From an optimization exercise on the open Yosys and OpenROAD flow, aimed at small area; shortcuts taken in it are not production practice. In this exercise RTL edits were held to simulation tests only and were not proved equivalent to the original. Power is estimated from default activity; no workload was simulated.

==> flow/design.v <==
package mixer_pkg;
   localparam int NCH     = 16;
   localparam int COEFF_W = 16;
   localparam int FLAT_W  = NCH * COEFF_W;
   localparam int CH_W    = 4;
   typedef logic signed [COEFF_W-1:0] coeff_t;
endpackage
module ramp_ao22 #(
   parameter int N = 1
) (
   input  logic [N-1:0] i_a,
   input  logic         i_sa,
   input  logic [N-1:0] i_b,
   input  logic         i_sb,
   output logic [N-1:0] o_y
);
   assign o_y = (i_a & {N{i_sa}}) | (i_b & {N{i_sb}});
endmodule
module ramp_ao222 #(
   parameter int N = 1
) (
   input  logic [N-1:0] i_a,
   input  logic         i_sa,
   input  logic [N-1:0] i_b,
   input  logic         i_sb,
   input  logic [N-1:0] i_c,
   input  logic         i_sc,
   output logic [N-1:0] o_y
);
   assign o_y = (i_a & {N{i_sa}}) | (i_b & {N{i_sb}}) | (i_c & {N{i_sc}});
endmodule
module ramp_aor16 #(
   parameter int N = 1
) (
   input  logic [16*N-1:0] i_d,
   input  logic [15:0]     i_sel,
   output logic [N-1:0]    o_y
);
   always_comb begin
      o_y = '0;
      for (int k = 0; k < 16; k++) o_y = o_y | (i_d[k*N +: N] & {N{i_sel[k]}});
   end
endmodule
module coeff_slew_step #(
   parameter logic [mixer_pkg::COEFF_W-1:0] STEP = 16'd64
) (
   input  logic [mixer_pkg::COEFF_W-1:0] i_cur,
   input  logic [mixer_pkg::COEFF_W-1:0] i_tgt,
   output logic [mixer_pkg::COEFF_W-1:0] o_next,
   output logic               o_eq
);
   logic signed [mixer_pkg::COEFF_W:0] w_d;
   logic        [mixer_pkg::COEFF_W:0] w_lo;
   logic        [mixer_pkg::COEFF_W:0] w_hi;
   assign w_d  = $signed({i_tgt[mixer_pkg::COEFF_W-1], i_tgt})
               - $signed({i_cur[mixer_pkg::COEFF_W-1], i_cur});
   assign w_lo = -{1'b0, STEP};
   assign w_hi = {1'b0, STEP};
   assign o_eq   = ($signed(w_d) >= $signed(w_lo)) && ($signed(w_d) <= $signed(w_hi));
   assign o_next = o_eq ? i_tgt
                 : (w_d[mixer_pkg::COEFF_W] ? i_cur - STEP : i_cur + STEP);
endmodule
module coeff_ramp16 #(
   parameter logic [mixer_pkg::COEFF_W-1:0] STEP = 16'd64
) (
   input  logic              clk,
   input  logic              rst_n,
   input  logic              sample_tick,
   input  logic              coeff_done,
   input  logic              snap,
   input  logic [mixer_pkg::FLAT_W-1:0] tgt_L_flat,
   input  logic [mixer_pkg::FLAT_W-1:0] tgt_R_flat,
   output logic [mixer_pkg::FLAT_W-1:0] cur_L_flat,
   output logic [mixer_pkg::FLAT_W-1:0] cur_R_flat,
   output logic              ramp_busy,
   output logic              settled,
   output logic              overrun,
   input  logic              overrun_clr
);
   localparam int NCH = mixer_pkg::NCH;
   localparam int W   = mixer_pkg::COEFF_W;
   localparam int FW  = mixer_pkg::FLAT_W;
   logic [FW-1:0] r_pend_l, r_pend_r;
   logic          r_pz;
   logic [FW-1:W] r_act_l, r_act_r;
   logic [FW-1:0] r_cur_l, r_cur_r;
   logic [NCH-1:0] r_sel;
   logic [FW-1:0] w_src_l, w_src_r;
   logic [FW-1:W] w_act_d_l, w_act_d_r;
   logic [FW-1:0] w_cur_d_l, w_cur_d_r;
   logic r_all_eq;
   logic r_dirty;
   logic r_busy;
   logic r_settled;
   logic r_overrun;
   logic [NCH-1:0] w_wr;
   logic [NCH-1:0] w_hold;
   logic           w_first;
   logic [W-1:0]   w_cur_l, w_cur_r;
   logic [W-1:0]   w_tgt_l, w_tgt_r;
   logic [W-1:0]   w_next_l, w_next_r;
   logic           w_eq_l, w_eq_r;
   logic           w_all_eq;
   logic           w_last;
   ramp_ao22 #(.N(FW)) u_src_l (.i_a(tgt_L_flat), .i_sa(coeff_done),
      .i_b(r_pend_l), .i_sb(~coeff_done & ~r_pz), .o_y(w_src_l));
   ramp_ao22 #(.N(FW)) u_src_r (.i_a(tgt_R_flat), .i_sa(coeff_done),
      .i_b(r_pend_r), .i_sb(~coeff_done & ~r_pz), .o_y(w_src_r));
   always_ff @(posedge clk) begin
      r_pend_l <= w_src_l;
      r_pend_r <= w_src_r;
   end
   always_ff @(posedge clk or negedge rst_n) begin
      if (!rst_n) r_pz <= 1'b1;
      else        r_pz <= 1'b0;
   end
   always_ff @(posedge clk) begin
      if (r_busy) r_sel <= {r_sel[NCH-2:0], 1'b0};
      else        r_sel <= NCH'(1);
   end
   assign w_first = r_sel[0];
   assign w_last  = r_sel[NCH-1];
   ramp_ao22 #(.N(FW-2*W)) u_act_l (.i_a(r_pend_l[FW-W-1:W]), .i_sa(w_first),
      .i_b(r_act_l[FW-1:2*W]), .i_sb(~w_first), .o_y(w_act_d_l[FW-W-1:W]));
   ramp_ao22 #(.N(FW-2*W)) u_act_r (.i_a(r_pend_r[FW-W-1:W]), .i_sa(w_first),
      .i_b(r_act_r[FW-1:2*W]), .i_sb(~w_first), .o_y(w_act_d_r[FW-W-1:W]));
   assign w_act_d_l[FW-1:FW-W] = r_pend_l[FW-1:FW-W];
   assign w_act_d_r[FW-1:FW-W] = r_pend_r[FW-1:FW-W];
   always_ff @(posedge clk) begin
      r_act_l <= w_act_d_l;
      r_act_r <= w_act_d_r;
   end
   ramp_ao22 #(.N(2*W)) u_tgt (.i_a({r_pend_l[W-1:0], r_pend_r[W-1:0]}), .i_sa(w_first),
      .i_b({r_act_l[2*W-1:W], r_act_r[2*W-1:W]}), .i_sb(~w_first), .o_y({w_tgt_l, w_tgt_r}));
   for (genvar b = 0; b < W; b++) begin : g_rd
      logic [NCH-1:0] w_col_l, w_col_r;
      for (genvar k = 0; k < NCH; k++) begin : g_ch
         assign w_col_l[k] = r_cur_l[k*W + b];
         assign w_col_r[k] = r_cur_r[k*W + b];
      end
      ramp_aor16 #(.N(1)) u_rd_l (.i_d(w_col_l), .i_sel(r_sel), .o_y(w_cur_l[b]));
      ramp_aor16 #(.N(1)) u_rd_r (.i_d(w_col_r), .i_sel(r_sel), .o_y(w_cur_r[b]));
   end
   coeff_slew_step #(.STEP(STEP)) u_step_l (
      .i_cur (w_cur_l), .i_tgt (w_tgt_l), .o_next (w_next_l), .o_eq (w_eq_l));
   coeff_slew_step #(.STEP(STEP)) u_step_r (
      .i_cur (w_cur_r), .i_tgt (w_tgt_r), .o_next (w_next_r), .o_eq (w_eq_r));
   assign w_all_eq = r_all_eq & w_eq_l & w_eq_r;
   assign w_wr   = {NCH{r_busy & ~snap}} & r_sel;
   assign w_hold = ~({NCH{snap}} | w_wr);
   for (genvar k = 0; k < NCH; k++) begin : g_cur
      ramp_ao222 #(.N(W)) u_cur_l (.i_a(w_src_l[k*W +: W]), .i_sa(snap),
         .i_b(w_next_l), .i_sb(w_wr[k]), .i_c(r_cur_l[k*W +: W]), .i_sc(w_hold[k]),
         .o_y(w_cur_d_l[k*W +: W]));
      ramp_ao222 #(.N(W)) u_cur_r (.i_a(w_src_r[k*W +: W]), .i_sa(snap),
         .i_b(w_next_r), .i_sb(w_wr[k]), .i_c(r_cur_r[k*W +: W]), .i_sc(w_hold[k]),
         .o_y(w_cur_d_r[k*W +: W]));
   end
   always_ff @(posedge clk or negedge rst_n) begin
      if (!rst_n) begin
         r_cur_l <= '0;
         r_cur_r <= '0;
      end else begin
         r_cur_l <= w_cur_d_l;
         r_cur_r <= w_cur_d_r;
      end
   end
   always_ff @(posedge clk or negedge rst_n) begin
      if (!rst_n) begin
         r_overrun <= 1'b0;
      end else if (overrun_clr) begin
         r_overrun <= 1'b0;
      end else if (sample_tick && r_busy && !snap) begin
         r_overrun <= 1'b1;
      end
   end
   always_ff @(posedge clk or negedge rst_n) begin
      if (!rst_n) begin
         r_all_eq  <= 1'b1;
         r_dirty   <= 1'b0;
         r_busy    <= 1'b0;
         r_settled <= 1'b1;
      end else if (snap) begin
         r_all_eq  <= 1'b1;
         r_dirty   <= 1'b0;
         r_busy    <= 1'b0;
         r_settled <= 1'b1;
      end else if (!r_busy) begin
         if (coeff_done) r_settled <= 1'b0;
         if (sample_tick) begin
            r_all_eq <= 1'b1;
            r_dirty  <= 1'b0;
            r_busy   <= 1'b1;
         end
      end else begin
         if (coeff_done) begin
            r_dirty   <= 1'b1;
            r_settled <= 1'b0;
         end
         if (w_last) begin
            r_all_eq  <= 1'b1;
            r_busy    <= 1'b0;
            r_settled <= w_all_eq & ~r_dirty & ~coeff_done;
         end else begin
            r_all_eq <= w_all_eq;
         end
      end
   end
   assign cur_L_flat = r_cur_l;
   assign cur_R_flat = r_cur_r;
   assign ramp_busy  = r_busy;
   assign settled    = r_settled;
   assign overrun    = r_overrun;
endmodule
==> flow/flow/run.sh <==
#!/bin/bash
# Own layout flow: the standard synthesis unchanged, then its combinational logic mapped
# again for area (registers untouched), then the standard ORFS steps with 1-size port
# buffers and a clock tree of smaller buffers. Each tool's output goes to its own log here.
set -euo pipefail
R=$PWD/orfs/results/sky130hd/coeff_ramp16/base
export BUFFER_PORTS_ARGS="-buffer_cell sky130_fd_sc_hd__buf_1"
export CTS_ARGS="-sink_clustering_enable -repair_clock_nets -dont_use_dummy_load -buf_list {sky130_fd_sc_hd__clkbuf_4} -sink_clustering_size 9 -sink_clustering_max_diameter 45"
bash standard.sh "$R/1_2_yosys.v" > log_synth.txt 2>&1
cp "$R/1_2_yosys.v" remap_in.v
cp "$R/1_2_yosys.v" "$R/1_2_yosys.standard.v"
YOSYS=$(command -v yosys || echo "$FLOW_HOME/../tools/install/yosys/bin/yosys")
"$YOSYS" -s flow/remap.ys > log_remap.txt 2>&1
cp remap_out.v "$R/1_2_yosys.v"
bash standard.sh synth > log_synth_odb.txt 2>&1
bash standard.sh floorplan > log_floorplan.txt 2>&1
bash standard.sh place > log_place.txt 2>&1
bash standard.sh cts > log_cts.txt 2>&1
bash standard.sh route > log_route.txt 2>&1
bash standard.sh finish > log_finish.txt 2>&1
==> flow/flow/area.abc <==
strash
dch -f
amap
topo
==> flow/flow/remap.ys <==
# Map the standard synthesis's combinational logic again for area; registers and tie cells
# stay as they are.
read_liberty -lib /OpenROAD-flow-scripts/flow/platforms/sky130hd/lib/sky130_fd_sc_hd__tt_025C_1v80.lib
read_verilog remap_in.v
hierarchy -top coeff_ramp16
techmap -map flow/comb_map.v
simplemap
opt -fast
abc -script flow/area.abc -liberty /OpenROAD-flow-scripts/flow/platforms/sky130hd/lib/sky130_fd_sc_hd__tt_025C_1v80.lib -dont_use *lpflow* -dont_use *probe*
opt_clean -purge
hilomap -singleton -hicell sky130_fd_sc_hd__conb_1 HI -locell sky130_fd_sc_hd__conb_1 LO
tee -o remap_stat.txt stat -liberty /OpenROAD-flow-scripts/flow/platforms/sky130hd/lib/sky130_fd_sc_hd__tt_025C_1v80.lib
write_verilog -noattr -nohex -nodec remap_out.v
==> flow/standard.sh <==
#!/bin/bash
# synth_recipe.tcl (not shown) runs the flow's synth.tcl, then flattens the netlist and writes it again
# the make line also repeats each setting of config.mk as NAME=value (left out here)
make -C /OpenROAD-flow-scripts/flow DESIGN_CONFIG=/design/flow/config.mk WORK_HOME=/design/flow/orfs CLKGATE_MAP_FILE= SYNTH_SCRIPT=/design/flow/synth_recipe.tcl "${@:-finish}"
==> flow/config.mk <==
export PLATFORM = sky130hd
export DESIGN_NAME = coeff_ramp16
export DESIGN_NICKNAME = coeff_ramp16
export VERILOG_FILES = /design/flow/design.v
export SDC_FILE = /design/flow/constraint.sdc
export NUM_CORES = 4
export LEC_CHECK = 0
export ABC_AREA = 1
export ABC_CLOCK_PERIOD_IN_PS = 6500
export CAP_MARGIN = 20
export CORE_MARGIN = 2
export CORE_UTILIZATION = 55
export SETUP_SLACK_MARGIN = 0.2
export SLEW_MARGIN = 20
==> flow/constraint.sdc <==
create_clock -name core_clock -period 9.0 [get_ports {clk}]
set_input_delay 1.8000 -clock core_clock [delete_from_list [all_inputs] [get_ports {clk}]]
set_output_delay 1.8000 -clock core_clock [all_outputs]
set_load 0.01 [all_outputs]
Not shown: flow/flow/comb_map.v
==> flow_metrics.py, run 1 <==
metrics = {
    "cts": {
        "clk_latency_ns": 1.23,
        "cts_resized": 0,
    },
    "cells_and_area": {
        "mostFrequentLayoutCell": "buf_1",
        "clk_share": 0.0237,
        "multi_input_cells": 2760,
        "clkbuf_count": 196,
        "n_all_buffers": 1149,
    },
    "global_routing": {
        "met1_usage": 0.640,
        "met3_usage": 0.188,
        "groute.usage.overall": 0.507,
        "grt_pass1_wl_um": 359000,
    },
    "pwr": {
        "power_frac_clock": 0.193,
    },
    "critical_path": {
        "end_kind": "flop",
        "worst-path-buf-inv": 5,
        "reg2reg_depth": 44,
        "crit_fanout": 16,
        "required_ns": 10.09,
    },
    "placed_design": {
        "placedCellCount": 6881,
        "gp_congestion": 0.967,
    },
    "floorplan": {
        "io_pins": 1033,
        "die_h_um": 316,
    },
    "status": {
        "outcome": "finished clean",
    },
    "sta": {
        "fmax_mhz": 125,
        "whs_ns": 0.335,
    },
    "routing": {
        "route.top_layer_used": "met5",
    },
}
==> inputs of run 2 (changes only) <==
--- a/flow/config.mk
+++ b/flow/config.mk
@@ -9,3 +9,3 @@
 export ABC_CLOCK_PERIOD_IN_PS = 6500
-export CAP_MARGIN = 20
+export CAP_MARGIN = 10
 export CORE_MARGIN = 2
@@ -13,2 +13,2 @@
 export SETUP_SLACK_MARGIN = 0.2
-export SLEW_MARGIN = 20
+export SLEW_MARGIN = 10
==> run 2 against run 1 <==
Effect of this change: die area unchanged; critical path type unchanged; final area unchanged; hold slack unchanged; non-clock buffer count did not move; register-to-register slack about the same; still clean on timing, DRC and antenna; final cell count stayed put; clock power about the same; count of clock-buffer cells in the layout did not move; sequential power barely moved.
==> flow_metrics.py, run 2 <==
metrics = {
    "critical_path": {
        "crit_family": "compound AO/OA/AOI/OAI gates",
        "crit_fanout": 16,
        "crit_start": "r_sel[1]$_SDFF_PN0_",
        "required_ns": 10.09,
        "cp_slowest_cell": "a311oi_1",
        "start_kind": "flop",
        "critical_path_class": "reg -> reg",
        "crit_top_cell": "nand2_1",
        "reg2reg_from": "r_sel[1]$_SDFF_PN0_",
        "worst-path-buf-inv": 5,
        "arrival_ns": 9.11,
        "end_kind": "flop",
        "slowest_delay_ns": 0.42,
    },
    "routing": {
        "drt_iter0_drc": 8983,
        "route.top_layer_used": "met5",
        "route.met3.wl_um": 39600,
        "detail-route-antenna-nets": 0,
        "first_pass_iters": 10,
        "wl_per_cell_um": 36.7,
        "drcViolationCount": 0,
        "viasPerCell": 7.29,
        "wl_met2_um": 111000,
        "routed_wirelength_um": 263000,
        "via_count": 52100,
        "wl_met1_um": 91100,
    },
    "sta": {
        "rsz0062_at_grt": "no",
        "setup_viol": 0,
        "setup-tns-final_ns": 0,
        "period_share": 0.890,
        "worst_pin_slew_ns": 1.45,
        "period_needed_ns": 8.01,
        "finalHoldViolations": 0,
        "whs_ns": 0.335,
        "slew_viol_final": 0,
        "slew_headroom": 0.0358,
        "final.setup_skew_ns": 0.122,
        "fmax_mhz": 125,
    },
    "worst_hold_path": {
        "hold_path_class": "reg -> reg",
        "hp-start": "r_pend_l[240]$_DFF_P_",
    },
    "cts": {
        "cts_root_buf": "clkbuf_4",
        "cts_sinks": 1526,
        "cts_buffer_depth": 3,
        "path_clk_slew_ns": 0.10,
        "cts_tree": "yes",
        "clk_latency_ns": 1.23,
        "cts_buffers": 196,
        "htreeDepth": 4,
        "holdBufCountCts": 0,
    },
    "global_routing": {
        "antenna_found_initial": 77,
        "grt_pass1_vias": 48600,
        "grt_pass1_wl_um": 359000,
        "groute.usage.overall": 0.507,
        "grt_max_degree": 215,
        "gr-total-overflow": 0,
    },
    "placed_design": {
        "portBuffers": 1032,
        "gp_congestion": 0.967,
        "dp_hpwl_um": 170000,
    },
    "pwr": {
        "power_frac_clock": 0.193,
        "leakage_nw": 24.9,
        "swShare": 0.389,
        "ir_drop_mv": 0.178,
        "powerDensity_nw_per_um2": 272,
        "p_int_mw": 10.3,
        "seqPwrFrac": 0.535,
        "comb_power_share": 0.272,
        "total_power_mw": 16.9,
        "power.switching_mw": 6.56,
    },
    "synthesis": {
        "netlist_instances": 4458,
        "syn-num-nets": 4976,
        "syn_area_sq_um": 53400,
        "synth.avg_cell_area_sq_um": 12.0,
        "yosys_warnings": 2,
    },
    "cells_and_area": {
        "mostFrequentLayoutCell": "buf_1",
        "final_layout_size_suffix_gt1_frac": 0.0720,
        "nFillCells": 8259,
        "layout.nets": 6323,
        "layout_common_cells": "buf_1, dfxtp_1, a22o_1, a22oi_1, dfrtp_1",
        "area_growth_pct": 16.1,
    },
    "floorplan": {
        "std_cell_rows": 114,
        "core_sq_um": 96400,
        "dieArea_sq_um": 99500,
        "io_pins": 1033,
        "start_util": 0.553,
        "die_x_um": 316,
        "die_h_um": 316,
    },
    "status": {
        "outcome": "finished clean",
    },
    "run": {
        "cap_violations": 0,
    },
}
run 2: layout make-up:
type                            instances  area, sq um  area share
Inverter                              172          674      0.0109
Antenna cell                           69          173     0.00279
Multi-Input combinational cell       2760        20000       0.323
Tap cell                             1276         1600      0.0258
Sequential cell                      1526        33200       0.535
Clock buffer                          196         1470      0.0237
Timing Repair Buffer                 1149         4890      0.0789
run 2: worst paths after layout:
check | to | slack [ns] | depth (start not counted)
setup / recovery | r_cur_l[111]$_DFF_PN0_ | 0.99 | 44
hold / removal | r_act_l[240]$_DFF_P_ | 0.34 | 0
setup reg to reg | r_cur_l[111]$_DFF_PN0_ | 0.99 | 44
hold reg to reg | r_act_l[240]$_DFF_P_ | 0.34 | 0
max in group asynchronous | r_cur_l[37]$_DFF_PN0_ | 6.89 | 2
min in group asynchronous | r_cur_r[131]$_DFF_PN0_ | 0.61 | 1
run 2: worst register-to-register path, delay by kind of cell, from the launching register on:
| family | cells | cell delay, ns |
|---|---|---|
| AOI/OAI and AO/OA | 24 | 4.67 |
| and+or+nand+nor | 15 | 2.24 |
| buffers and inverters | 5 | 0.69 |
| DFF | 1 | 0.35 |
run 2: repair_timing:
item	CTS	global route
resized for setup	0	5
buffers inserted	0	2
endpoints found under the setup margin	0	74
run 2: per-stage QoR:
stage	util	worst slack, ns	cell area (sq um)	instances
2_1_floorplan	-	-7.84	53600	4458
3_3_place_gp	0.625	1.03	60300	6881
3_5_place_dp	0.625	0.988	60300	6881
4_1_cts	0.641	0.966	61800	7077
5_1_grt	0.642	0.209	61900	7129
6_report	0.643	0.986	62000	7148
run 2: power by group through the flow:
stage | clock network (mW) | registers, mW | logic [mW]
finish | 3.25 | 9.03 | 4.60
floorplan | 0 | 9.00 | 2.04
CTS | 3.21 | 8.93 | 4.44
global route | 3.49 | 9.05 | 4.84
detailed placement | 0 | 9.08 | 4.42
global placement | 0 | 9.06 | 4.38
run 2: per-layer routing:
layer	global-route usage	up-vias
li1	-	20800
met1	0.640	25500
met2	0.724	4660
met3	0.188	1137
met4	0.348	32
met5	0	-
==> inputs of run 3 (changes only) <==
--- a/flow/config.mk
+++ b/flow/config.mk
@@ -9,6 +9,6 @@
 export ABC_CLOCK_PERIOD_IN_PS = 6500
-export CAP_MARGIN = 10
+export CAP_MARGIN = 20
 export CORE_MARGIN = 2
-export CORE_UTILIZATION = 55
+export CORE_UTILIZATION = 65
 export SETUP_SLACK_MARGIN = 0.2
-export SLEW_MARGIN = 10
+export SLEW_MARGIN = 20
==> run 3 against run 2 <==
Effect of this change: critical path depth down 6; setup slack lost 0.27 ns; flip-flop and latch count is the same; die area shrank 15%; register-to-register slack worse by 0.27 ns; clock skew grew 0.060 ns; final area fell by 0.46%; critical path type unchanged; largest cell class unchanged.
==> flow_metrics.py, run 3 <==
metrics = {
    "sta": {
        "period_share": 0.920,
        "slew_headroom": 0.168,
        "final.setup_skew_ns": 0.182,
        "slew_viol_final": 0,
        "rsz0062_at_grt": "yes",
        "setup_viol": 0,
        "worst_pin_slew_ns": 1.25,
        "period_needed_ns": 8.28,
        "finalHoldViolations": 0,
        "setup-tns-final_ns": 0,
        "fin_ws_ns": 0.720,
        "fmax_mhz": 121,
    },
    "cells_and_area": {
        "area_growth_pct": 15.6,
        "final_layout_size_suffix_gt1_frac": 0.0701,
        "layout.nets": 6309,
        "mostFrequentLayoutCell": "buf_1",
        "fin_util": 0.755,
        "nFillCells": 5992,
        "layout_common_cells": "buf_1, dfxtp_1, a22o_1, a22oi_1, dfrtp_1",
    },
    "global_routing": {
        "grt_pass1_vias": 49300,
        "grt_max_degree": 177,
        "groute.usage.overall": 0.572,
        "gr-total-overflow": 0,
        "grt_pass1_wl_um": 348000,
        "antenna_found_initial": 101,
    },
    "pwr": {
        "swShare": 0.390,
        "comb_power_share": 0.275,
        "total_power_mw": 16.8,
        "power.switching_mw": 6.57,
        "powerDensity_nw_per_um2": 273,
        "ir_drop_mv": 0.171,
        "seqPwrFrac": 0.534,
        "power_frac_clock": 0.190,
        "p_int_mw": 10.3,
        "leakage_nw": 24.8,
    },
    "routing": {
        "detail-route-antenna-nets": 0,
        "routed_wirelength_um": 253000,
        "first_pass_iters": 13,
        "viasPerCell": 7.68,
        "drt_iter0_drc": 9393,
        "wl_per_cell_um": 36.2,
        "via_count": 53600,
        "drcViolationCount": 0,
    },
    "floorplan": {
        "start_util": 0.653,
        "die_h_um": 291,
        "core_sq_um": 81700,
        "die_x_um": 291,
        "io_pins": 1033,
        "dieArea_sq_um": 84400,
        "std_cell_rows": 105,
    },
    "placed_design": {
        "dp_hpwl_um": 164000,
        "gp_congestion": 0.996,
        "portBuffers": 1032,
        "place_ws_ns": 0.977,
    },
    "critical_path": {
        "arrival_ns": 9.21,
        "required_ns": 9.93,
        "critical_path_class": "reg -> reg",
        "start_kind": "flop",
        "cp_slowest_cell": "o22ai_2",
        "crit_fanout": 18,
        "end_kind": "flop",
        "slowest_delay_ns": 0.78,
        "crit_top_cell": "nand2_1",
    },
    "synthesis": {
        "yosys_warnings": 2,
        "syn_area_sq_um": 53400,
        "syn-num-nets": 4976,
        "netlist_instances": 4458,
        "synth.avg_cell_area_sq_um": 12.0,
    },
    "status": {
        "outcome": "finished clean",
    },
    "cts": {
        "path_clk_slew_ns": 0.11,
        "cts_buffer_depth": 3,
        "cts_tree": "yes",
        "post_cts_buffers": 0,
        "clk_latency_ns": 1.18,
        "holdBufCountCts": 0,
        "cts_sinks": 1526,
        "cts_root_buf": "clkbuf_4",
        "htreeDepth": 4,
        "cts_buffers": 191,
    },
    "run": {
        "cap_violations": 0,
    },
    "worst_hold_path": {
        "hold_path_class": "reg -> reg",
    },
}
## run 3: changes by cell type in the layout (fill, tap and decap cells not counted), moves of 2 or more
cell	change
clkbuf_4	-5
buf_12	-3
a21oi_1	-2
o21ai_0	+2
a21oi_2	+2
o21ai_1	-2
buf_4	-6
diode_2	+43
## run 3: final cells by class
| cell class | instances | area [sq um] | area share |
|---|---|---|---|
| Inverter | 172 | 677 | 0.0110 |
| Antenna cell | 112 | 280 | 0.00454 |
| Multi-Input combinational cell | 2760 | 20000 | 0.324 |
| Clock buffer | 191 | 1430 | 0.0232 |
| Timing Repair Buffer | 1140 | 4780 | 0.0775 |
| Sequential cell | 1526 | 33200 | 0.538 |
| Tap cell | 1070 | 1340 | 0.0217 |
## run 3: final timing paths
| path | end | depth (start not counted) | slack (ns) | from |
|---|---|---|---|---|
| min in group asynchronous | r_cur_l[177]$_DFF_PN0_ | 1 | 0.50 | rst_n |
| hold reg to reg | r_act_r[242]$_DFF_P_ | 0 | 0.28 | r_pend_r[242]$_DFF_P_ |
| setup reg to reg | r_cur_l[40]$_DFF_PN0_ | 38 | 0.72 | r_sel[1]$_SDFF_PN0_ |
| setup / recovery | r_cur_l[40]$_DFF_PN0_ | 38 | 0.72 | r_sel[1]$_SDFF_PN0_ |
| max in group asynchronous | r_cur_r[24]$_DFF_PN0_ | 3 | 6.36 | rst_n |
| hold / removal | r_act_r[242]$_DFF_P_ | 0 | 0.28 | r_pend_r[242]$_DFF_P_ |
## run 3: critical path: cells and delay by family, from the launching register on
family	cells	cell delay, ns
DFF	1	0.36
AOI/OAI and AO/OA	19	4.81
buffers and inverters	6	1.17
and+or+nand+nor	13	1.71
## run 3: power groups by stage
stage / Clock (mW) / Combinational, mW / Sequential, mW
3_5_place_dp: 0 / 4.39 / 9.03
5_1_grt: 3.41 / 4.80 / 9.01
2_1_floorplan: 0 / 2.04 / 9.00
4_1_cts: 3.13 / 4.41 / 8.89
6_report: 3.21 / 4.63 / 9.00
3_3_place_gp: 0 / 4.33 / 9.00
## run 3: layer usage
metal | track usage | share of wire
met2 | 0.776 | 0.40
met3 | 0.267 | 0.17
met4 | 0.515 | 0.11
met5 | 0.00567 | 0.00078
met1 | 0.674 | 0.32
## run 3: per-stage QoR
step	instance area (sq um)	cells	hold slack (ns)
global placement	59900	6668	0.334
floorplan	53600	4458	0.331
finish	61700	6971	0.282
CTS	61400	6859	0.281
global route	61600	6947	0.257
detailed placement	59900	6668	0.339
## run 3: timing repair
action                                 in CTS  in global routing
setup endpoints to repair                   0                 25
endpoints found under the hold margin       0                  0
gates resized for setup                     0                  4
==> inputs of run 4 (changes only) <==
--- a/flow/flow/run.sh
+++ b/flow/flow/run.sh
@@ -7,3 +7,3 @@
 export BUFFER_PORTS_ARGS="-buffer_cell sky130_fd_sc_hd__buf_1"
-export CTS_ARGS="-sink_clustering_enable -repair_clock_nets -dont_use_dummy_load -buf_list {sky130_fd_sc_hd__clkbuf_4} -sink_clustering_size 9 -sink_clustering_max_diameter 45"
+export CTS_ARGS="-sink_clustering_enable -repair_clock_nets -dont_use_dummy_load -buf_list {sky130_fd_sc_hd__clkbuf_4} -sink_clustering_size 8 -sink_clustering_max_diameter 40"
 bash standard.sh "$R/1_2_yosys.v" > log_synth.txt 2>&1
--- a/flow/config.mk
+++ b/flow/config.mk
@@ -11,3 +11,3 @@
 export CORE_MARGIN = 2
-export CORE_UTILIZATION = 65
+export CORE_UTILIZATION = 55
 export SETUP_SLACK_MARGIN = 0.2
==> run 4 against run 3 <==
Effect of this change: via count decreased by 2.4%; hold slack improved by 0.062 ns; power increased by 1.0%.
==> flow_metrics.py, run 4 <==
metrics = {
    "sta": {
        "finalHoldViolations": 0,
        "period_needed_ns": 8.15,
        "rsz0062_at_grt": "no",
        "setup_viol": 0,
        "fmax_mhz": 123,
        "fin_ws_ns": 0.847,
        "worst_pin_slew_ns": 1.27,
        "slew_viol_final": 0,
        "final.setup_skew_ns": 0.121,
        "whs_ns": 0.344,
        "period_share": 0.906,
        "slew_headroom": 0.153,
    },
    "cts": {
        "cts_root_buf": "clkbuf_4",
        "cts_buffers": 219,
        "htreeDepth": 4,
        "cts_sinks": 1526,
        "path_clk_slew_ns": 0.10,
        "cts_buffer_depth": 3,
        "cts_tree": "yes",
        "clk_latency_ns": 1.20,
    },
    "critical_path": {
        "crit_start": "r_cur_r[53]$_DFF_PN0_",
        "arrival_ns": 9.20,
        "slowest_delay_ns": 1.11,
        "cp_slowest_cell": "a222oi_1",
        "end_kind": "flop",
        "reg2reg_from": "r_cur_r[53]$_DFF_PN0_",
        "rrSetupSlack_ns": 0.85,
        "critical_path_class": "reg -> reg",
        "required_ns": 10.04,
        "timing.rr.end": "r_cur_r[63]$_DFF_PN0_",
        "start_kind": "flop",
        "reg2reg_depth": 34,
        "crit_fanout": 18,
    },
    "floorplan": {
        "core_sq_um": 96400,
        "std_cell_rows": 114,
        "die_h_um": 316,
        "die_x_um": 316,
        "start_util": 0.553,
        "dieArea_sq_um": 99500,
        "io_pins": 1033,
    },
    "synthesis": {
        "netlist_instances": 4458,
        "synth.avg_cell_area_sq_um": 12.0,
        "syn-num-nets": 4976,
        "yosys_warnings": 2,
        "syn_area_sq_um": 53400,
    },
    "routing": {
        "viasPerCell": 7.29,
        "routed_wirelength_um": 263000,
        "via_count": 52300,
        "detail-route-antenna-nets": 0,
        "drcViolationCount": 0,
        "wl_per_cell_um": 36.6,
        "drt_iter0_drc": 8991,
        "first_pass_iters": 11,
    },
    "cells_and_area": {
        "fin_util": 0.644,
        "final_layout_size_suffix_gt1_frac": 0.0754,
        "layout.nets": 6344,
        "layout_common_cells": "buf_1, dfxtp_1, a22o_1, a22oi_1, dfrtp_1",
        "multi_input_area_sq_um": 20000,
        "mostFrequentLayoutCell": "buf_1",
        "nFillCells": 8236,
        "layout.cells.non_filler": 7172,
        "seqCellArea_sq_um": 33200,
        "area_growth_pct": 16.4,
    },
    "pwr": {
        "powerDensity_nw_per_um2": 274,
        "ir_drop_mv": 0.170,
        "leakage_nw": 25.0,
    },
    "placed_design": {
        "dp_hpwl_um": 170000,
        "placedCellCount": 6881,
        "gp_congestion": 0.967,
        "place_ws_ns": 0.988,
        "portBuffers": 1032,
    },
    "worst_hold_path": {
        "min_path_cells": 0,
        "hold_path_class": "reg -> reg",
        "worst_hold_path.endpoint": "r_act_r[242]$_DFF_P_",
        "hp-start": "r_pend_r[242]$_DFF_P_",
    },
    "global_routing": {
        "groute.usage.overall": 0.508,
        "antenna_found_initial": 76,
        "grt_max_degree": 215,
        "gr-total-overflow": 0,
        "grt_pass1_vias": 48900,
        "grt_pass1_wl_um": 360000,
    },
    "status": {
        "outcome": "finished clean",
    },
    "run": {
        "cap_violations": 0,
    },
}
-- run 4: critical path: cells and delay by family, from the launching register on --
family	cells	cell delay (ns)
AOI/OAI and AO/OA	13	3.80
buffers and inverters	3	0.62
DFF	1	0.56
and+or+nand+nor	18	3.03
-- run 4: worst max path at each step --
| stage | end | slack [ns] | cells past startpoint |
|---|---|---|---|
| finish | r_cur_r[63]$_DFF_PN0_ | 0.85 | 34 |
| global route | r_cur_l[143]$_DFF_PN0_ | 0.21 | 46 |
| CTS | r_cur_r[14]$_DFF_PN0_ | 0.94 | 40 |
| detailed placement | r_cur_r[145]$_DFF_PN0_ | 0.99 | 33 |
| global placement | r_cur_r[145]$_DFF_PN0_ | 1.03 | 33 |
| floorplan | r_cur_l[111]$_DFF_PN0_ | -7.84 | 33 |
-- run 4: final cells by class --
cell class,instances,share of cell area
inverters,172,0.0109
flip-flops and latches,1526,0.534
well taps,1276,0.0257
clock buffers,219,0.0265
diodes,72,0.00290
multi-input cells,2760,0.322
repair buffers,1147,0.0784
-- run 4: where the power goes --
part           switching (mW)  total (mW)  internal, mW
Sequential               1.13        9.03          7.90
Clock                    2.28        3.39          1.11
Combinational            3.19        4.60          1.41
Total                    6.60        17.0          10.4
-- run 4: layer usage --
| metal | track usage | vias to the layer above | routed length, um | share of wire |
|---|---|---|---|---|
| li1 | - | 20900 | - | - |
| met1 | 0.640 | 25700 | 92300 | 0.35 |
| met2 | 0.734 | 4631 | 113000 | 0.43 |
| met3 | 0.187 | 1063 | 38200 | 0.15 |
| met4 | 0.336 | 32 | 19600 | 0.075 |
| met5 | 0 | - | 214 | 0.00081 |
-- run 4: timing repair --
item | 4_1_cts | 5_1_grt
setup endpoints to repair | 0 | 68
buffers inserted | 0 | 0
gates resized for setup | 0 | 5
hold buffers | 0 | 0
-- run 4: through the flow --
| step | power [mW] | instance area (sq um) | setup TNS [ns] |
|---|---|---|---|
| 3_5_place_dp | 13.5 | 60300 | 0 |
| 2_1_floorplan | 11.0 | 53600 | -7321.81 |
| 4_1_cts | 16.7 | 61900 | 0 |
| 3_3_place_gp | 13.4 | 60300 | 0 |
| 5_1_grt | 17.5 | 62100 | 0 |
| 6_report | 17.0 | 62100 | 0 |
==> inputs of run 5 (changes only) <==
==> flow/flow/area.abc (replaced) <==
strash
dch -f
amap
topo
mfs3 -a
topo
==> run 5 against run 4 <==
Effect of this change: area after synthesis down 0.48%; utilization up 0.76 points; flip-flop and latch count unchanged; power up 2.4%; hold slack better by 0.0040 ns; setup slack better by 0.087 ns; count of clock-buffer cells in the layout down 1; still clean on timing, DRC and antenna; largest power group unchanged; critical endpoint is now r_cur_l[143]$_DFF_PN0_; highest routed layer unchanged; critical path type unchanged; register-to-register slack better by 0.09 ns.
==> flow_metrics.py, run 5 <==
metrics = {
    "sta": {
        "period_needed_ns": 8.07,
        "setup_viol": 0,
        "rsz0062_at_grt": "no",
        "period_share": 0.896,
        "slew_viol_final": 0,
        "slew_headroom": 0.121,
        "finalHoldViolations": 0,
        "final.setup_skew_ns": 0.121,
        "worst_pin_slew_ns": 1.32,
        "fmax_mhz": 124,
    },
    "placed_design": {
        "dp_hpwl_um": 168000,
        "placed_area_sq_um": 60200,
        "gp_congestion": 0.938,
        "placedCellCount": 6820,
        "portBuffers": 1032,
    },
    "synthesis": {
        "yosys_warnings": 2,
        "syn_area_sq_um": 53100,
        "synth.avg_cell_area_sq_um": 12.1,
        "netlist_instances": 4407,
        "syn-num-nets": 4925,
    },
    "pwr": {
        "power_frac_clock": 0.195,
        "power.switching_mw": 6.83,
        "p_int_mw": 10.6,
        "ir_drop_mv": 0.167,
        "comb_power_share": 0.284,
        "total_power_mw": 17.4,
        "powerDensity_nw_per_um2": 280,
        "seqPwrFrac": 0.521,
        "leakage_nw": 25.0,
        "swShare": 0.392,
    },
    "critical_path": {
        "required_ns": 10.08,
        "crit_end": "r_cur_l[143]$_DFF_PN0_",
        "end_kind": "flop",
        "critical_path_class": "reg -> reg",
        "crit_start": "r_sel[1]$_SDFF_PN0_",
        "slowest_delay_ns": 0.49,
        "crit_fanout": 16,
        "timing.rr.end": "r_cur_l[143]$_DFF_PN0_",
        "start_kind": "flop",
        "crit_top_cell": "nand2_1",
        "cp_slowest_cell": "dfxtp_4",
        "reg2reg_from": "r_sel[1]$_SDFF_PN0_",
        "reg2reg_depth": 48,
        "arrival_ns": 9.15,
        "rrSetupSlack_ns": 0.93,
    },
    "cells_and_area": {
        "layout.cells.non_filler": 7114,
        "fin_area_sq_um": 62100,
        "layout_common_cells": "buf_1, dfxtp_1, a22o_1, dfrtp_1, a22oi_1",
        "nFillCells": 8078,
        "layout.nets": 6295,
        "final_layout_size_suffix_gt1_frac": 0.0803,
        "mostFrequentLayoutCell": "buf_1",
        "fin_util": 0.652,
        "multi_input_area_sq_um": 20000,
        "area_growth_pct": 17.0,
        "seqCellArea_sq_um": 33200,
    },
    "routing": {
        "drt_iter0_drc": 8571,
        "detail-route-antenna-nets": 0,
        "viasPerCell": 7.27,
        "via_count": 51700,
        "wl_per_cell_um": 36.5,
        "first_pass_iters": 9,
        "drcViolationCount": 0,
        "routed_wirelength_um": 260000,
    },
    "cts": {
        "cts_buffer_depth": 3,
        "cts_sinks": 1526,
        "clk_latency_ns": 1.24,
        "cts_root_buf": "clkbuf_4",
        "path_clk_slew_ns": 0.09,
        "cts_buffers": 218,
        "htreeDepth": 4,
        "cts_tree": "yes",
    },
    "run": {
        "cap_violations": 0,
    },
    "floorplan": {
        "dieArea_sq_um": 99100,
        "core_sq_um": 95300,
        "die_x_um": 315,
        "die_h_um": 315,
        "start_util": 0.557,
        "io_pins": 1033,
        "std_cell_rows": 113,
    },
    "global_routing": {
        "grt_pass1_wl_um": 358000,
        "antenna_found_initial": 86,
        "grt_pass1_vias": 48600,
        "groute.usage.overall": 0.505,
        "grt_max_degree": 215,
        "gr-total-overflow": 0,
    },
    "worst_hold_path": {
        "hold_path_class": "reg -> reg",
    },
    "status": {
        "outcome": "finished clean",
    },
}
[run 5: changes by cell type in the layout (fill, tap and decap cells not counted), sizes merged, moves of 4 or more]
| cell | before | now |
|---|---|---|
| o22ai | 59 | 52 |
| o21bai | 0 | 4 |
| nand2b | 3 | 11 |
| clkinv | 156 | 137 |
| nor2 | 183 | 156 |
| nand2 | 100 | 114 |
| a22oi | 525 | 515 |
| nand3 | 30 | 25 |
| nor3 | 44 | 37 |
| a21oi | 61 | 68 |
[run 5: repair_timing]
action	4_1_cts	5_1_grt
setup endpoints to repair	0	95
resized for setup	0	10
buffers inserted	0	2
hold buffers	0	0
[run 5: critical path: cells and delay by family, from the launching register on]
kind,cells,cell delay [ns]
buf+inv,2,0.34
flops,1,0.49
compound gates,23,4.49
simple gates,23,2.63
[run 5: area by class of cell]
class | instances | share of cell area
Sequential cell | 1526 | 0.534
Tap cell | 1265 | 0.0255
Timing Repair Buffer | 1150 | 0.0790
Inverter | 153 | 0.00981
Multi-Input combinational cell | 2728 | 0.323
Antenna cell | 74 | 0.00298
Clock buffer | 218 | 0.0263
[run 5: power groups by stage]
stage	logic (mW)	registers [mW]	clock network, mW
after CTS	4.74	8.98	3.35
after detailed placement	4.72	9.13	0
after floorplan	2.23	9.08	0
after global placement	4.68	9.11	0
after global routing	5.21	9.11	3.64
final	4.95	9.07	3.40
[run 5: how the worst min path moves through the flow]
stage               slack [ns]                   end  depth (start not counted)                   from
global route              0.35  r_act_l[243]$_DFF_P_                          0  r_pend_l[243]$_DFF_P_
CTS                       0.34  r_act_l[243]$_DFF_P_                          0  r_pend_l[243]$_DFF_P_
finish                    0.35  r_act_l[243]$_DFF_P_                          0  r_pend_l[243]$_DFF_P_
global placement          0.33  r_act_l[248]$_DFF_P_                          0  r_pend_l[248]$_DFF_P_
detailed placement        0.34  r_act_r[253]$_DFF_P_                          0  r_pend_r[253]$_DFF_P_
floorplan                 0.33  r_act_l[240]$_DFF_P_                          0  r_pend_l[240]$_DFF_P_
[run 5: metrics by stage]
step	hold slack (ns)	setup slack, ns	setup TNS [ns]
6_report	0.348	0.934	0
5_1_grt	0.346	0.208	0
4_1_cts	0.338	0.769	0
3_5_place_dp	0.337	0.744	0
3_3_place_gp	0.333	0.875	0
2_1_floorplan	0.331	-8.49	-7671.64
[run 5: per-layer routing]
layer,vias to the layer above,track usage,wire length (um)
met2,4404,0.726,110000
met3,1114,0.193,37400
met1,25500,0.621,90700
li1,20600,-,-
met4,32,0.367,21300
met5,-,0,192
==> inputs of run 6 (changes only) <==
--- a/flow/config.mk
+++ b/flow/config.mk
@@ -11,3 +11,3 @@
 export CORE_MARGIN = 2
-export CORE_UTILIZATION = 55
+export CORE_UTILIZATION = 65
 export SETUP_SLACK_MARGIN = 0.2
==> run 6 against run 5 <==
Effect of this change: global-route usage grew 7.2 points; power rose by 0.28%; clock skew grew 0.00097 ns; largest cell class unchanged; critical path type unchanged; setup slack got worse by 0.16 ns; final area fell by 0.35%; combinational power up 2%; sequential share of layout area rose by 0.18 points; area after synthesis unchanged; clock power fell by 2%; sequential power is essentially flat; synthesized cell count unchanged; non-clock buffer count fell by 1.
==> flow_metrics.py, run 6 <==
metrics = {
    "floorplan": {
        "core_sq_um": 80700,
        "dieArea_sq_um": 84000,
        "std_cell_rows": 104,
        "die_h_um": 290,
        "die_x_um": 290,
        "start_util": 0.658,
        "io_pins": 1033,
    },
    "cts": {
        "cts_buffers": 215,
        "path_clk_slew_ns": 0.09,
        "cts_root_buf": "clkbuf_4",
        "clk_latency_ns": 1.16,
        "cts_sinks": 1526,
        "htreeDepth": 4,
        "cts_buffer_depth": 3,
        "cts_tree": "yes",
    },
    "sta": {
        "period_needed_ns": 8.23,
        "worst_pin_slew_ns": 1.34,
        "slew_viol_final": 0,
        "period_share": 0.914,
        "finalHoldViolations": 0,
        "slew_headroom": 0.108,
        "rsz0062_at_grt": "no",
        "setup-tns-final_ns": 0,
        "final.setup_skew_ns": 0.122,
        "fmax_mhz": 122,
        "setup_viol": 0,
    },
    "run": {
        "cap_violations": 0,
    },
    "critical_path": {
        "reg2reg_depth": 46,
        "worst-path-buf-inv": 1,
        "crit_family": "compound AO/OA/AOI/OAI gates",
        "required_ns": 9.95,
        "start_kind": "flop",
        "end_kind": "flop",
        "cp_slowest_cell": "a22oi_1",
        "rrSetupSlack_ns": 0.77,
        "timing.rr.end": "r_cur_l[143]$_DFF_PN0_",
        "critical_path_class": "reg -> reg",
        "crit_fanout": 16,
        "cp.depth": 46,
        "arrival_ns": 9.18,
        "reg2reg_from": "r_sel[1]$_SDFF_PN0_",
        "crit_top_cell": "nand2_1",
        "slowest_delay_ns": 0.37,
    },
    "pwr": {
        "ir_drop_mv": 0.172,
        "leakage_nw": 25.0,
        "powerDensity_nw_per_um2": 282,
    },
    "cells_and_area": {
        "layout_common_cells": "buf_1, dfxtp_1, a22o_1, dfrtp_1, a22oi_1",
        "mostFrequentLayoutCell": "buf_1",
        "layout.nets": 6291,
        "final_layout_size_suffix_gt1_frac": 0.0801,
        "layout.cells.non_filler": 6917,
        "area_growth_pct": 16.6,
    },
    "routing": {
        "wl_per_cell_um": 36.7,
        "viasPerCell": 7.68,
        "drcViolationCount": 0,
        "routed_wirelength_um": 254000,
        "via_count": 53100,
        "detail-route-antenna-nets": 0,
        "first_pass_iters": 12,
        "drt_iter0_drc": 10500,
    },
    "synthesis": {
        "synth.avg_cell_area_sq_um": 12.1,
        "syn-num-nets": 4925,
        "yosys_warnings": 2,
        "netlist_instances": 4407,
        "syn_area_sq_um": 53100,
    },
    "worst_hold_path": {
        "hp-start": "r_pend_r[244]$_DFF_P_",
        "min_path_cells": 0,
        "worst_hold_path.endpoint": "r_act_r[244]$_DFF_P_",
        "hold_path_class": "reg -> reg",
    },
    "status": {
        "outcome": "finished clean",
    },
    "global_routing": {
        "met3_usage": 0.259,
        "grt_pass1_wl_um": 351000,
        "gr-total-overflow": 0,
        "use_met2": 0.791,
        "grt_max_degree": 195,
        "gr-max-usage-layer": "met2",
        "antenna_found_initial": 85,
        "met1_usage": 0.690,
        "groute.usage.overall": 0.578,
        "grt_pass1_vias": 49500,
    },
    "placed_design": {
        "gp_congestion": 1.03,
        "portBuffers": 1032,
        "dp_hpwl_um": 164000,
        "placedCellCount": 6607,
    },
}
## run 6: cell count changes in the layout (fill, tap and decap cells not counted), sizes merged
cell | before | now
diode | 74 | 86
buf | 1147 | 1146
clkbuf | 221 | 218
## run 6: area by class of cell
cell class,count,area (sq um)
antenna,86,215
clock buffer,215,1610
fill,5718,18800
inverter,153,609
multi-input combinational,2728,20100
sequential,1526,33200
tap,1060,1330
timing repair buffer,1149,4930
## run 6: stage by stage
step / instance area, sq um / hold WS, ns / utilization / setup WS [ns] / total power [mW]
CTS: 61500 / 0.355 / 0.763 / 0.658 / 16.9
floorplan: 53600 / 0.331 / - / -8.49 / 11.3
detailed placement: 59900 / 0.339 / 0.743 / 0.606 / 13.8
global route: 61900 / 0.357 / 0.767 / 0.212 / 17.9
finish: 61900 / 0.355 / 0.767 / 0.773 / 17.5
global placement: 59900 / 0.332 / 0.743 / 0.849 / 13.7
## run 6: worst reg2reg max path, delay by kind of cell, from the launching register on
family	cells	cell delay, ns
buffers and inverters	1	0.26
and+or+nand+nor	22	2.77
DFF	1	0.33
AOI/OAI and AO/OA	23	4.72
## run 6: power by group
group / total [mW] / internal [mW] / leakage [nW] / switching [mW]
logic: 5.07 / 1.59 / 9.23 / 3.48
registers: 9.07 / 7.94 / 14.8 / 1.13
clock network: 3.33 / 1.09 / 0.990 / 2.24
total: 17.5 / 10.6 / 25.0 / 6.85
## run 6: worst max path at each step
| stage | start | to |
|---|---|---|
| detailed placement | r_sel[3]$_SDFF_PN0_ | r_cur_r[79]$_DFF_PN0_ |
| floorplan | r_sel[0]$_DFF_P_ | r_cur_r[110]$_DFF_PN0_ |
| finish | r_sel[1]$_SDFF_PN0_ | r_cur_l[143]$_DFF_PN0_ |
| global placement | r_sel[3]$_SDFF_PN0_ | r_cur_r[31]$_DFF_PN0_ |
| global route | r_sel[1]$_SDFF_PN0_ | r_cur_l[143]$_DFF_PN0_ |
| CTS | r_sel[3]$_SDFF_PN0_ | r_cur_r[79]$_DFF_PN0_ |
## run 6: routing by layer
metal	wire, um	share of wire	up-vias
met5	151	0.00060	-
met4	27000	0.11	20
met3	44300	0.17	1544
met2	102000	0.40	5777
met1	80600	0.32	25200
li1	-	-	20600
## run 6: what timing repair did
item                                    in CTS  in global routing
gates resized for setup                      0                 11
hold endpoints to repair                     0                  0
buffers inserted                             0                  9
hold buffers                                 0                  0
endpoints found under the setup margin       0                134

## re-timing with driven ports
Ports are ideal in the flow. The routed layouts listed here were re-timed in OpenROAD.
Step 1 assumes that a clkbuf_16 drives the clock port and a buf_2 every other input.
Step 2 also shifts input and output timing later by t, the mid clock arrival at the registers, as if the neighbouring blocks saw the same clock.
a / b / c = ideal ports / drivers / drivers and shift; a / b = the first two.
run	t, ns	slack for setup (ns)	hold slack, ns	pins driven straight from the clock port
run 1	1.250	0.986 / 0.986 / 0.986	0.335 / 0.335 / 0.335	1
run 2	1.250	0.986 / 0.986 / 0.986	0.335 / 0.335 / 0.335	1
run 3	1.160	0.720 / 0.720 / 0.720	0.282 / 0.282 / 0.282	1
run 4	1.232	0.847 / 0.847 / 0.847	0.344 / 0.344 / 0.344	1
run 5	1.263	0.934 / 0.934 / 0.934	0.348 / 0.348 / 0.348	1
run 6	1.181	0.773 / 0.773 / 0.773	0.355 / 0.355 / 0.355	1
After both steps setup and hold are still met in every run listed.
